Context: an optimization exercise on an open-source flow, tuned for small area, a short achievable clock period and few clock cycles per item. The choices shown serve that exercise and are no tape-out recipe. In this exercise RTL edits were held to simulation tests only and were not proved equivalent to the original.

Setup of job 7439:
Design act_requant_pipe, start of the top module:
module act_requant_pipe #(
   parameter int LANES    = 4,
   parameter int IN_W     = 24,
   parameter int OUT_W    = 8,
   parameter int DQ_SHIFT = 13,
   parameter int RQ_SHIFT = 8,
   parameter int LEN_W    = 16
) (
   input  logic                clk,
   input  logic                rst,
   input  logic                start,
   input  logic [1:0]          cfg_mode,
   input  logic [IN_W-1:0]     cfg_bias,
   input  logic [7:0]          cfg_dq_scale,
   input  logic [7:0]          cfg_rq_scale,
   input  logic [LEN_W-1:0]    cfg_len,
   input  logic                in_valid,
   output logic                in_ready,
   input  logic [LANES*IN_W-1:0] in_data,
   output logic                out_valid,
   input  logic                out_ready,
   output logic [LANES*OUT_W-1:0] out_data,
   output logic                out_last,
   output logic                busy,
   output logic                done,
   output logic [15:0]         sat_cnt
);
For scale: about 590 flip-flops, ~210 I/O pins, about 0.073 mm2 of cells after synthesis.
clock: 13.0 ns
lec_check: 0
cap_margin: 20
core_margin: 2
core_utilization: 40
cts_buf_list: sky130_fd_sc_hd__clkbuf_4 sky130_fd_sc_hd__clkbuf_8
setup_slack_margin: 5
slew_margin: 20
synth_hierarchical: 1
synth_minimum_keep_size: 0
standard.sh (not shown) runs the stock make flow with config.mk's settings and CLKGATE_MAP_FILE= SYNTH_SCRIPT=/design/flow/synth_recipe.tcl, a recipe that flattens the netlist after the stock synthesis.
==> flow/flow/run.sh <==
#!/bin/bash
cp standard.sh standard.sh.txt
sed -e 's/SETUP_SLACK_MARGIN=[-0-9.]*/SETUP_SLACK_MARGIN=7.5/' standard.sh > standard_margin.sh
export BUFFER_PORTS_ARGS="-buffer_cell sky130_fd_sc_hd__buf_4"
bash standard_margin.sh > standard.log 2>&1
Testbench counts of job 7439, summed over its fixed seeds: cycles 14,693, beats 13,349.
Here is what was changed in the inputs of job 5170 compared with job 7439.
# job 7439
export LEC_CHECK = 0
export CAP_MARGIN = 20
export CORE_MARGIN = 2
export CORE_UTILIZATION = 40
export CTS_BUF_LIST = sky130_fd_sc_hd__clkbuf_4 sky130_fd_sc_hd__clkbuf_8
export SETUP_SLACK_MARGIN = 5
export SLEW_MARGIN = 20
export SYNTH_HIERARCHICAL = 1
export SYNTH_MINIMUM_KEEP_SIZE = 0
create_clock -name core_clock -period 13.0 [get_ports {clk}]
# job 5170
export LEC_CHECK = 0
export CAP_MARGIN = 20
export CORE_MARGIN = 2
export CORE_UTILIZATION = 40
export SETUP_SLACK_MARGIN = 5
export SLEW_MARGIN = 20
export SYNTH_HIERARCHICAL = 1
export SYNTH_MINIMUM_KEEP_SIZE = 0
create_clock -name core_clock -period 13.0 [get_ports {clk}]
==> flow/flow/run.sh <==
#!/bin/bash
# The standard layout (standard.sh, unchanged synthesis and settings), with one change to
# how it is made: the port buffers are plain buf_2 cells instead of the delay buffer that
# buffer_ports picks by default. Every port still gets its buffer; constraints and clock are
# the standard flow's.
cp standard.sh standard.sh.txt
export BUFFER_PORTS_ARGS="-buffer_cell sky130_fd_sc_hd__buf_2"
bash standard.sh > standard.log 2>&1
==> comparison <==
- Run comparison: job 5170 startpoint of the most critical setup path g_lane[1].dq_l[0]$_DFFE_PP_; job 7439 startpoint of the most critical setup path g_lane[1].dq_l[4]$_DFFE_PP_
- Core util | job 5170 vs job 7439 | job 5170 lower
- On adder-cell share of the synthesized area, job 7439 tracks job 5170 almost exactly.
- Area occupied by multi-input gates delta (job 5170 -> job 7439): insignificant
- Of the two values seen for critical path's slowest cell, sky130_fd_sc_hd__fa_1 was produced by job 7439 and sky130_fd_sc_hd__buf_4 by job 5170.
### job 5170 -> job 6818
# job 5170
export LEC_CHECK = 0
export CAP_MARGIN = 20
export CORE_MARGIN = 2
export CORE_UTILIZATION = 40
export SETUP_SLACK_MARGIN = 5
export SLEW_MARGIN = 20
export SYNTH_HIERARCHICAL = 1
export SYNTH_MINIMUM_KEEP_SIZE = 0
create_clock -name core_clock -period 13.0 [get_ports {clk}]
# job 6818
export LEC_CHECK = 0
export CAP_MARGIN = 20
export CORE_MARGIN = 2
export CORE_UTILIZATION = 55
export SETUP_SLACK_MARGIN = 5
export SLEW_MARGIN = 20
export SYNTH_HIERARCHICAL = 1
export SYNTH_MINIMUM_KEEP_SIZE = 0
create_clock -name core_clock -period 13.0 [get_ports {clk}]
==> flow/flow/run.sh <==
#!/bin/bash
cp standard.sh standard.sh.txt
sed -e 's/SETUP_SLACK_MARGIN=[-0-9.]*/SETUP_SLACK_MARGIN=7.5/' standard.sh > standard_margin.sh
export BUFFER_PORTS_ARGS="-buffer_cell sky130_fd_sc_hd__buf_4"
bash standard_margin.sh > standard.log 2>&1
Findings:
Taking job 5170 as the reference point, the slack of the critical path of job 6818 rises by 0.89 ns. Job 5170 and job 6818 ended up with roughly the same hold slack. Number of logic stages on the critical path including buffering: lower on job 6818. Run comparison: job 6818 cell type of the slowest stage on the worst timing path sky130_fd_sc_hd__dfxtp_1; job 5170 cell type of the slowest stage on the worst timing path sky130_fd_sc_hd__buf_4. Job 5170 → job 6818: total wirelength of the detailed-routed design higher, source-to-sink clock delay at the later pin of the worst-skew pair roughly the same, non-clock buffer count higher, core area lower, sequential cell count roughly the same.
## Diff of input files: job 1146 against job 6818
# job 6818
export LEC_CHECK = 0
export CAP_MARGIN = 20
export CORE_MARGIN = 2
export CORE_UTILIZATION = 55
export SETUP_SLACK_MARGIN = 5
export SLEW_MARGIN = 20
export SYNTH_HIERARCHICAL = 1
export SYNTH_MINIMUM_KEEP_SIZE = 0
create_clock -name core_clock -period 13.0 [get_ports {clk}]
# job 1146
export LEC_CHECK = 0
export CAP_MARGIN = 20
export CORE_MARGIN = 2
export CORE_UTILIZATION = 65
export SETUP_SLACK_MARGIN = 5
export SLEW_MARGIN = 20
export SYNTH_HIERARCHICAL = 1
export SYNTH_MINIMUM_KEEP_SIZE = 0
create_clock -name core_clock -period 13.0 [get_ports {clk}]
==> flow/flow/run.sh <==
#!/bin/bash
cp standard.sh standard.sh.txt
sed -e 's/SETUP_SLACK_MARGIN=[-0-9.]*/SETUP_SLACK_MARGIN=7.5/' standard.sh > standard_margin.sh
export BUFFER_PORTS_ARGS="-buffer_cell sky130_fd_sc_hd__buf_2"
bash standard_margin.sh > standard.log 2>&1
[summary]
- Between job 1146 and job 6818, the final critical-path setup slack is lower for job 1146.
- Going from job 6818 to job 1146, critical path depth grows by 12.
- Floorplan die height: job 1146 vs job 6818 down 7.9%
- Detailed route, job 1146 vs job 6818: via total higher for job 1146
What job 3111 does differently from job 1146 at the input level:
# job 1146
export LEC_CHECK = 0
export CAP_MARGIN = 20
export CORE_MARGIN = 2
export CORE_UTILIZATION = 65
export SETUP_SLACK_MARGIN = 5
export SLEW_MARGIN = 20
export SYNTH_HIERARCHICAL = 1
export SYNTH_MINIMUM_KEEP_SIZE = 0
create_clock -name core_clock -period 13.0 [get_ports {clk}]
# job 3111
export LEC_CHECK = 0
export CAP_MARGIN = 20
export CORE_MARGIN = 2
export CORE_UTILIZATION = 40
export SETUP_SLACK_MARGIN = 5
export SLEW_MARGIN = 20
export SYNTH_HIERARCHICAL = 1
export SYNTH_MINIMUM_KEEP_SIZE = 0
create_clock -name core_clock -period 13.0 [get_ports {clk}]
==> flow/run.sh (new file) <==
#!/bin/bash
# synth_recipe.tcl (not shown) runs the flow's synth.tcl, then flattens the netlist and writes it again
# the make line also repeats each setting of config.mk as NAME=value (left out here)
make -C /OpenROAD-flow-scripts/flow DESIGN_CONFIG=/design/flow/config.mk WORK_HOME=/design/flow/orfs CLKGATE_MAP_FILE= SYNTH_SCRIPT=/design/flow/synth_recipe.tcl finish
removed: flow/flow/run.sh
removed: flow/standard.sh
Notes after the runs:
Taking job 1146 as the reference, in job 3111 setup clock skew after layout increased 0.018 ns; final cell count up 877. Job 3111 against job 1146: non-clock buffer count dropped 3.0%, count of clock buffers in the final design increased 7, share of final-layout standard cells stronger than drive strength 1 -3.4 points. Relative to job 1146, final hold slack has gone up in job 3111.

==> static timing again, ports no longer ideal <==
Ports are ideal in the flow. The routed layouts listed here were re-timed in OpenROAD. Step 1 sets driving cells, clkbuf_16 on the clock port and buf_2 on the other inputs (assumed; they add their load-dependent delay and slew). Step 2, shift: input delay + t, output delay - t, t = (earliest + latest rising clock arrival at the registers) / 2. This alone moves slack from input paths to output paths. a / b / c = no drivers / after step 1 / after step 2; a / b = the first two.
| run | t, ns | setup slack, ns | hold WS [ns] | worst register clock-pin slew, ns |
|---|---|---|---|---|
| job 7439 | 0.916 | 7.665 / 7.665 / 7.030 | 0.421 / 0.421 / 0.421 | 0.08 / 0.08 |
| job 5170 | 0.760 | 6.871 / 6.871 / 6.871 | 0.419 / 0.419 / 0.419 | 0.07 / 0.07 |
| job 6818 | 0.758 | 7.761 / 7.683 / 7.162 | 0.417 / 0.417 / 0.417 | 0.07 / 0.07 |
| job 1146 | 0.726 | 7.580 / 7.580 / 7.194 | 0.417 / 0.417 / 0.417 | 0.06 / 0.06 |
| job 3111 | 0.776 | 6.858 / 6.858 / 6.693 | 0.422 / 0.422 / 0.422 | 0.08 / 0.08 |
After both steps setup and hold are still met in every run listed. For job 7439, which loses most, drivers alone change the setup slack by 0.000 ns; drivers and shift together by -0.635 ns.
